Source: an optimization exercise on an open RTL-to-GDS flow (aim: small area, a short achievable clock period and few clock cycles per item). Production flows keep margins and buffers that such runs may drop. No activity file was given, so power comes from the tool's default toggle rates.

==> job 9998 <==
## exec_unit
module exec_unit (
	input  logic               clk,
	input  logic               rst,
	input  logic               in_valid,
	output logic               in_ready,
	input  logic [MODE_W-1:0]  mode,
	input  logic [SUB_W-1:0]   sub_op,
	input  logic [XLEN-1:0]    x1,
	input  logic [XLEN-1:0]    x2,
	input  logic [DEST_W-1:0]  dest_sel,
	input  logic [FDEST_W-1:0] flag_sel,
	output logic               out_valid,
	input  logic               out_ready,
	output logic [XLEN-1:0]    y_lo,
	output logic [XLEN-1:0]    y_hi,
	output logic [DEST_W-1:0]  dest,
	output logic [FDEST_W-1:0] flag_dest,
	output logic               exc,
	output logic [EXC_W-1:0]   exc_code
);
	logic s_mul, s_corr, s_mag, s_norm, s_div, s_fixq, s_fixr;
	logic sel_mc, sel_nlo;    
	logic busy, accept;
	logic [4:0] cnt;
	logic [XLEN-1:0] b;       
	logic bs;                 
	logic hx;                 
	logic pb, corr, mul_op, neg_q, neg_r;
	logic [1:0] code_lo;
	logic is_arith, sgn, is_mul, is_div, div_zero, sh_bad, raise, long_op, known;
	assign is_arith = (mode == MODE_UARITH) || (mode == MODE_SARITH);
	assign sgn      = (mode == MODE_SARITH);
	assign is_mul   = is_arith && (sub_op == ARITH_MUL);
  ...
Settings: LEC_CHECK=0, ABC_AREA=1, CAP_MARGIN=20, CORE_MARGIN=2, CORE_UTILIZATION=40, CTS_BUF_LIST=sky130_fd_sc_hd__clkbuf_4 sky130_fd_sc_hd__clkbuf_8, PLACE_DENSITY=0.6, SETUP_SLACK_MARGIN=5, SLEW_MARGIN=20; clock period 11.0 ns.
standard.sh (not shown) runs the stock make flow with config.mk's settings and CLKGATE_MAP_FILE= SYNTH_SCRIPT=/design/flow/synth_recipe.tcl, a recipe that flattens the netlist after the stock synthesis.
==> flow/flow/run.sh <==
#!/bin/bash
# The standard layout, with plain buffers on the ports
set -euo pipefail
bash standard.sh "BUFFER_PORTS_ARGS=-buffer_cell sky130_fd_sc_hd__buf_2" finish > standard_flow.log 2>&1
==> inputs of job 5135, as changes to job 9998 <==
--- a/flow/design.v
+++ b/flow/design.v
@@ -42,27 +42,23 @@
 	} wide_result_u;
 endpackage
 import exec_pkg::*;
 module int_mul (
 	input  logic [XLEN+4:0] acc,
 	input  logic [XLEN:0]   m,       
-	input  logic [2:0]      g0,      
-	input  logic [2:0]      g1,      
+	input  logic [2:0]      d0,      
+	input  logic [2:0]      d1,      
 	input  logic            cin,
 	output logic [XLEN+4:0] sum
 );
 	localparam int W = XLEN + 5;
 	logic [W-1:0] me, r0, r1, s, c;
 	logic one0, two0, neg0, one1, two1, neg1;
 	assign me = {{4{m[XLEN]}}, m};
-	assign one0 = g0[1] ^ g0[0];
-	assign two0 = (g0[2] & !g0[1] & !g0[0]) | (!g0[2] & g0[1] & g0[0]);
-	assign neg0 = g0[2] & !(g0[1] & g0[0]);
-	assign one1 = g1[1] ^ g1[0];
-	assign two1 = (g1[2] & !g1[1] & !g1[0]) | (!g1[2] & g1[1] & g1[0]);
-	assign neg1 = g1[2] & !(g1[1] & g1[0]);
+	assign {one0, two0, neg0} = d0;
+	assign {one1, two1, neg1} = d1;
 	assign r0 = ((one0 ? me : '0) | (two0 ? (me << 1) : '0)) ^ {W{neg0}};
 	assign r1 = ((((one1 ? me : '0) | (two1 ? (me << 1) : '0)) ^ {W{neg1}}) << 2) | {{(W-2){1'b0}}, neg1, neg1};
 	assign s = acc ^ r0 ^ r1;
 	assign c = {((acc[W-2:0] & r0[W-2:0]) | (acc[W-2:0] & r1[W-2:0]) | (r0[W-2:0] & r1[W-2:0])), neg0};
 	assign sum = s + c + {{(W-1){1'b0}}, cin | neg1};
 endmodule
@@ -99,82 +95,81 @@
 		else
 			n = 6'd32;
 	end
 endmodule
 import exec_pkg::*;
 module int_arith (
-	input  logic            do_mul,
-	input  logic            do_corr,    
 	input  logic            do_div,
 	input  logic            sel_mc,     
 	input  logic            neg_lo,     
 	input  logic            neg_hi,     
-	input  logic            mul_corr,   
-	input  logic            neg_dvs,    
-	input  logic            pb,         
 	input  logic            hx,         
 	input  logic [XLEN-1:0] y_hi,
 	input  logic [XLEN-1:0] y_lo,
 	output logic [XLEN+4:0] acc,
-	output logic [2:0]      g0,
-	output logic [2:0]      g1,
 	output logic            cin
 );
 	assign acc = ({(XLEN+5){sel_mc}} & {{4{hx}}, hx, y_hi}) |
 		({(XLEN+5){do_div}} & {{3{hx}}, hx, y_hi, y_lo[XLEN-1]}) |
 		({(XLEN+5){neg_lo}} & ~{5'd0, y_lo}) |
 		({(XLEN+5){neg_hi}} & ~{5'd0, y_hi});
 	assign cin = neg_lo | neg_hi;
-	always_comb begin
-		g0 = 3'b000;
-		g1 = 3'b000;
-		if (do_mul) begin
-			g0 = {y_lo[1:0], pb};
-			g1 = y_lo[3:1];
-		end else if (do_corr)
-			g0 = (mul_corr || !neg_dvs) ? 3'b001 : 3'b110;
-		else if (do_div)
-			g0 = (!hx ^ neg_dvs) ? 3'b110 : 3'b001;
-	end
+endmodule
+module booth_dec (
+	input  logic [2:0] g,
+	output logic [2:0] d
+);
+	assign d = {g[1] ^ g[0], (g[2] & !g[1] & !g[0]) | (!g[2] & g[1] & g[0]), g[2] & !(g[1] & g[0])};
 endmodule
 import exec_pkg::*;
 module exec_simple (
 	input  logic [MODE_W-1:0] mode,
 	input  logic [SUB_W-1:0]  sub_op,
 	input  logic [XLEN-1:0]   x1,
 	input  logic [XLEN-1:0]   x2,
 	input  logic [XLEN-1:0]   rot,      
 	input  logic [XLEN-1:0]   spill,    
 	output logic [XLEN-1:0]   y_lo,
-	output logic [XLEN-1:0]   y_hi
+	output logic [XLEN-1:0]   y_hi,      
+	output logic              use_sum,   
+	output logic              sum_c,
+	output logic              sum_s
 );
 	logic ext, sub, nz1, nz2, eq, lt, flag0;
-	logic is_arith, is_shift, is_logic, use_sum;
+	logic is_arith, is_shift, is_logic;
 	logic [XLEN:0] sum;
 	logic [3:0] tt;            
 	logic [XLEN-1:0] fill;     
 	logic fill_bit;
 	assign is_arith = (mode == MODE_UARITH) || (mode == MODE_SARITH);
 	assign is_shift = (mode == MODE_SHIFT);
 	assign is_logic = (mode == MODE_LOGIC);
 	assign use_sum  = is_arith && !sub_op[1];
-	assign ext = mode[4] ? sub_op[0] : mode[1];
-	assign sub = mode[4] | sub_op[0];
+	assign ext = mode[1];
+	assign sub = sub_op[0];
 	assign sum = {ext & x1[XLEN-1], x1} + ({ext & x2[XLEN-1], x2} ^ {(XLEN+1){sub}}) + {{XLEN{1'b0}}, sub};
 	assign nz1 = (x1 != '0);
 	assign nz2 = (x2 != '0);
 	assign eq  = (x1 == x2);
-	assign lt  = sum[XLEN] && !sub_op[1];
+	always_comb begin
+		case (sub_op)
+			CMP_UNSIGNED: lt = (x1 < x2);
+			CMP_SIGNED:   lt = ($signed(x1) < $signed(x2));
+			default:      lt = 1'b0;
+		endcase
+	end
 	always_comb begin
 		case (sub_op)
 			LG_AND:  flag0 = nz1 && nz2;
 			LG_OR:   flag0 = nz1 || nz2;
 			LG_NOT:  flag0 = !nz2;
 			default: flag0 = nz1 ^ nz2;
 		endcase
 	end
+	assign sum_c = sum[XLEN];
+	assign sum_s = sum[XLEN] && (mode[1] || sub_op[0]);
 	always_comb begin
 		tt = 4'b0000;
 		case (mode)
 			MODE_UARITH, MODE_SARITH: tt = 4'b1100;    
 			MODE_LOGIC: begin
 				case (sub_op)
@@ -193,16 +188,15 @@
 	assign fill = (mode == MODE_SEXT && !sub_op[1]) ?
 		(sub_op[0] ? {{16{1'b1}}, 16'd0} : {{24{1'b1}}, 8'd0}) : '0;
 	always_comb begin
 		for (int i = 0; i < XLEN; i++)
 			y_lo[i] = fill[i] ? fill_bit : tt[{x1[i], x2[i]}];
 		y_hi = '0;
-		if (use_sum) begin
+		if (use_sum)
 			y_lo = sum[XLEN-1:0];
-			y_hi = (!mode[1] && !sub_op[0]) ? {{(XLEN-1){1'b0}}, sum[XLEN]} : {XLEN{sum[XLEN]}};
-		end else if (is_shift) begin
+		else if (is_shift) begin
 			y_lo = sub_op[1] ? rot : (rot & ~spill);
 			y_hi = rot & spill;
 		end else if (is_logic) begin
 			y_hi[0] = flag0;
 		end else if (mode == MODE_CMP) begin
 			y_hi[0] = eq;
@@ -235,14 +229,18 @@
 	logic sel_mc, sel_nlo;    
 	logic busy, accept;
 	logic [4:0] cnt;
 	logic [XLEN-1:0] b;       
 	logic bs;                 
 	logic hx;                 
-	logic pb, corr, mul_op, neg_q, neg_r;
+	logic corr, mul_op, neg_q, neg_r;
 	logic [1:0] code_lo;
+	logic use_sum, sum_c, sum_s;
+	logic hf, hc, hs;
+	logic [XLEN-1:0] hi_r;
+	assign y_hi = hf ? {{(XLEN-1){hs}}, hc} : hi_r;
 	logic is_arith, sgn, is_mul, is_div, div_zero, sh_bad, raise, long_op, known;
 	assign is_arith = (mode == MODE_UARITH) || (mode == MODE_SARITH);
 	assign sgn      = (mode == MODE_SARITH);
 	assign is_mul   = is_arith && (sub_op == ARITH_MUL);
 	assign is_div   = is_arith && (sub_op == ARITH_DIV);
 	assign div_zero = is_div && (x2 == '0);
@@ -275,47 +273,43 @@
 		.mode   (mode),
 		.sub_op (sub_op),
 		.x1     (x1),
 		.x2     (x2),
 		.rot    (rot),
 		.spill  (spill),
-		.y_lo   (simple_lo),
-		.y_hi   (simple_hi)
+		.y_lo    (simple_lo),
+		.y_hi    (simple_hi),
+		.use_sum (use_sum),
+		.sum_c   (sum_c),
+		.sum_s   (sum_s)
 	);
 	logic last, do_mul, do_div, do_neg, do_corr;
 	logic [XLEN+4:0] acc_in, sum;
-	logic [2:0] g0, g1;
+	logic [2:0] d0, d1;        
 	logic cin;
 	assign last    = (cnt == 5'd0);
 	assign do_mul  = s_mul;
 	assign do_corr = s_corr;
 	assign do_div  = s_div;
 	assign do_neg  = s_mag || s_fixq || s_fixr;
 	int_arith u_sel (
-		.do_mul  (do_mul),
-		.do_corr (do_corr),
 		.do_div  (do_div),
 		.sel_mc  (sel_mc),
 		.neg_lo  (sel_nlo),
 		.neg_hi  (s_fixr),
-		.mul_corr(mul_op),
-		.neg_dvs (bs),
-		.pb      (pb),
 		.hx      (hx),
-		.y_hi    (y_hi),
+		.y_hi    (hi_r),
 		.y_lo    (y_lo),
 		.acc     (acc_in),
-		.g0      (g0),
-		.g1      (g1),
 		.cin     (cin)
 	);
 	int_mul u_add (
 		.acc (acc_in),
 		.m   ({bs, b}),
-		.g0  (g0),
-		.g1  (g1),
+		.d0  (d0),
+		.d1  (d1),
 		.cin (cin),
 		.sum (sum)
 	);
 	int_div u_lza (.v(y_lo), .n(lza));
 	int_div u_lzb (.v(b ^ {XLEN{bs}}), .n(lzb_raw));
 	assign lzb      = lzb_raw[5] ? 6'd31 : lzb_raw;
@@ -368,12 +362,44 @@
 			n_norm = s_norm;
 			n_div  = s_div;
 			n_fixq = s_fixq;
 			n_fixr = s_fixr;
 		end
 	end
+	localparam logic [2:0] G_ADD = 3'b001, G_SUB = 3'b110;
+	logic [2:0] g0n, g1n, d0n, d1n;
+	always_comb begin
+		g0n = 3'b000;
+		g1n = 3'b000;
+		if (accept) begin
+			if (is_mul) begin
+				g0n = {x1[1:0], 1'b0};
+				g1n = x1[3:1];
+			end
+		end else if (s_mul && !last) begin
+			g0n = y_lo[5:3];
+			g1n = y_lo[7:5];
+		end else if (s_mul && last) begin
+			if (corr)
+				g0n = G_ADD;
+		end else if (s_norm) begin
+			if (!qz)
+				g0n = bs ? G_ADD : G_SUB;
+		end else if (s_div && !last)
+			g0n = (rem_neg ^ bs) ? G_ADD : G_SUB;
+		else if (s_div && last && rem_neg)
+			g0n = bs ? G_SUB : G_ADD;
+	end
+	booth_dec u_d0 (.g(g0n), .d(d0n));
+	booth_dec u_d1 (.g(g1n), .d(d1n));
+	always_ff @(posedge clk) begin
+		if (accept || busy) begin
+			d0 <= d0n;
+			d1 <= d1n;
+		end
+	end
 	always_ff @(posedge clk) begin
 		s_mul   <= n_mul;
 		s_corr  <= n_corr;
 		s_mag   <= n_mag;
 		s_norm  <= n_norm;
 		s_div   <= n_div;
@@ -382,45 +408,46 @@
 		sel_mc  <= n_mul || n_corr;
 		sel_nlo <= n_mag || n_fixq;
 	end
 	always_ff @(posedge clk) begin
 		if (accept) begin
 			y_lo      <= raise ? '0 : simple_lo;
-			y_hi      <= raise ? '0 : simple_hi;
+			hi_r      <= raise ? '0 : simple_hi;
 			hx        <= 1'b0;
+			hf        <= use_sum;
+			hc        <= sum_c;
+			hs        <= sum_s;
 			b         <= x2;
 			bs        <= sgn && x2[XLEN-1];
-			pb        <= 1'b0;
 			corr      <= !sgn && x1[XLEN-1];
 			mul_op    <= is_mul;
 			neg_q     <= sgn && (x1[XLEN-1] ^ x2[XLEN-1]);
 			neg_r     <= sgn && x1[XLEN-1];
 			cnt       <= 5'd7;
 			dest      <= (raise || !known) ? '0 : dest_sel;
 			flag_dest <= (raise || !known) ? '0 : flag_sel;
 			exc       <= raise;
 			code_lo   <= div_zero ? 2'd1 : sub_op[0] ? 2'd3 : 2'd2;
 		end else if (busy) begin
 			if (s_mul) begin
-				{hx, y_hi} <= sum[XLEN+4:4];
+				{hx, hi_r} <= sum[XLEN+4:4];
 				y_lo       <= {sum[3:0], y_lo[XLEN-1:4]};
-				pb         <= y_lo[3];
 			end
 			if (s_mul || s_div)
 				cnt <= cnt - 5'd1;
 			if (s_mag || s_fixq)
 				y_lo <= sum[XLEN-1:0];
 			if (s_fixr || s_corr)
-				y_hi <= sum[XLEN-1:0];
+				hi_r <= sum[XLEN-1:0];
 			if (s_norm) begin
-				y_hi <= rot & spill;
+				hi_r <= rot & spill;
 				y_lo <= rot & ~spill;
 				cnt  <= 5'(lzb - lza);
 			end
 			if (s_div) begin
-				{hx, y_hi} <= sum[XLEN:0];
+				{hx, hi_r} <= sum[XLEN:0];
 				y_lo       <= {y_lo[XLEN-2:0], !rem_neg};
 			end
 		end
 	end
 	assign exc_code = exc ? {5'd0, 1'b1, code_lo} : '0;
 endmodule
==> flow/flow/run.sh (replaced) <==
#!/bin/bash
# The standard layout, with plain buffers on the ports and the timing repair aiming further below the clock period
set -euo pipefail
bash standard.sh SETUP_SLACK_MARGIN=6 "BUFFER_PORTS_ARGS=-buffer_cell sky130_fd_sc_hd__buf_2" finish > standard_flow.log 2>&1
CAP_MARGIN = 30   (was 20)
SLEW_MARGIN = 30   (was 20)
==> comparison table <==
| item | job 5135 | job 9998 |
|---|---|---|
| Status | timing/DRC/antenna clean | complete, but fails checks |
| Reasons for failing layout checks | - | capacitance limit, slew limit |
| #MultiIn Comb | 2933 | 2876 |
| Die outline area | 58370 um2 | 56890 um2 |
| Setup crit start | b[23]$_DFFE_PP_ | sub_op[0] |
| Post-place setup slack | 3.934 ns | 4.048 ns |
| Number of gates resized after cts | 387 | 23 |
| Capturing element of the worst setup path | y_lo[26]$_DFFE_PP_ | y_hi[23]$_DFFE_PP_ |
| Met1 Routed Length | 47.14 mm | 44.70 mm |
| YS warnings | 7 | 8 |
| Clk pwr | 0.449 mW | 0.455 mW |
| WL per Instance | 26.08 um | 26.63 um |
| Synthesis-to-finish area growth | 24.44% | 11.31% |
| Die span in x | 241.6 um | 238.5 um |
| Routed wire length on met2 | 50.80 mm | 48.14 mm |
| Adder-cell area share of the yosys netlist | 10.23% | 8.678% |
Function was not checked in any run of this note: the RTL went through the layout flow alone.

-- re-timing with driven ports --
In the flow no input, the clock included, has a driving cell. The finished layouts below were timed again as built, in two steps.
Step 1 (the two cells are an assumption about what drives the block):
set clk [get_ports {clk}]
set_driving_cell -lib_cell sky130_fd_sc_hd__clkbuf_16 $clk
set_driving_cell -lib_cell sky130_fd_sc_hd__buf_2 [delete_from_list [all_inputs] $clk]
Step 2 moves the port delays by t, midway between the first and last clock arrival at a register: inputs arrive t later, outputs are due t later. That takes back most of the time a late clock gives input paths.
Slacks: ideal ports / drivers / drivers and shift; pairs: ideal ports / drivers.
run	t (ns)	setup WS [ns]	latest minus earliest clock arrival (ns)
job 9998	0.573	5.204 / 5.235 / 4.670	0.017 / 0.017
job 5135	0.613	5.641 / 5.641 / 5.186	0.014 / 0.014
The setup slack of job 9998, which loses most, moves by +0.031 ns with the drivers and by -0.534 ns with both steps.
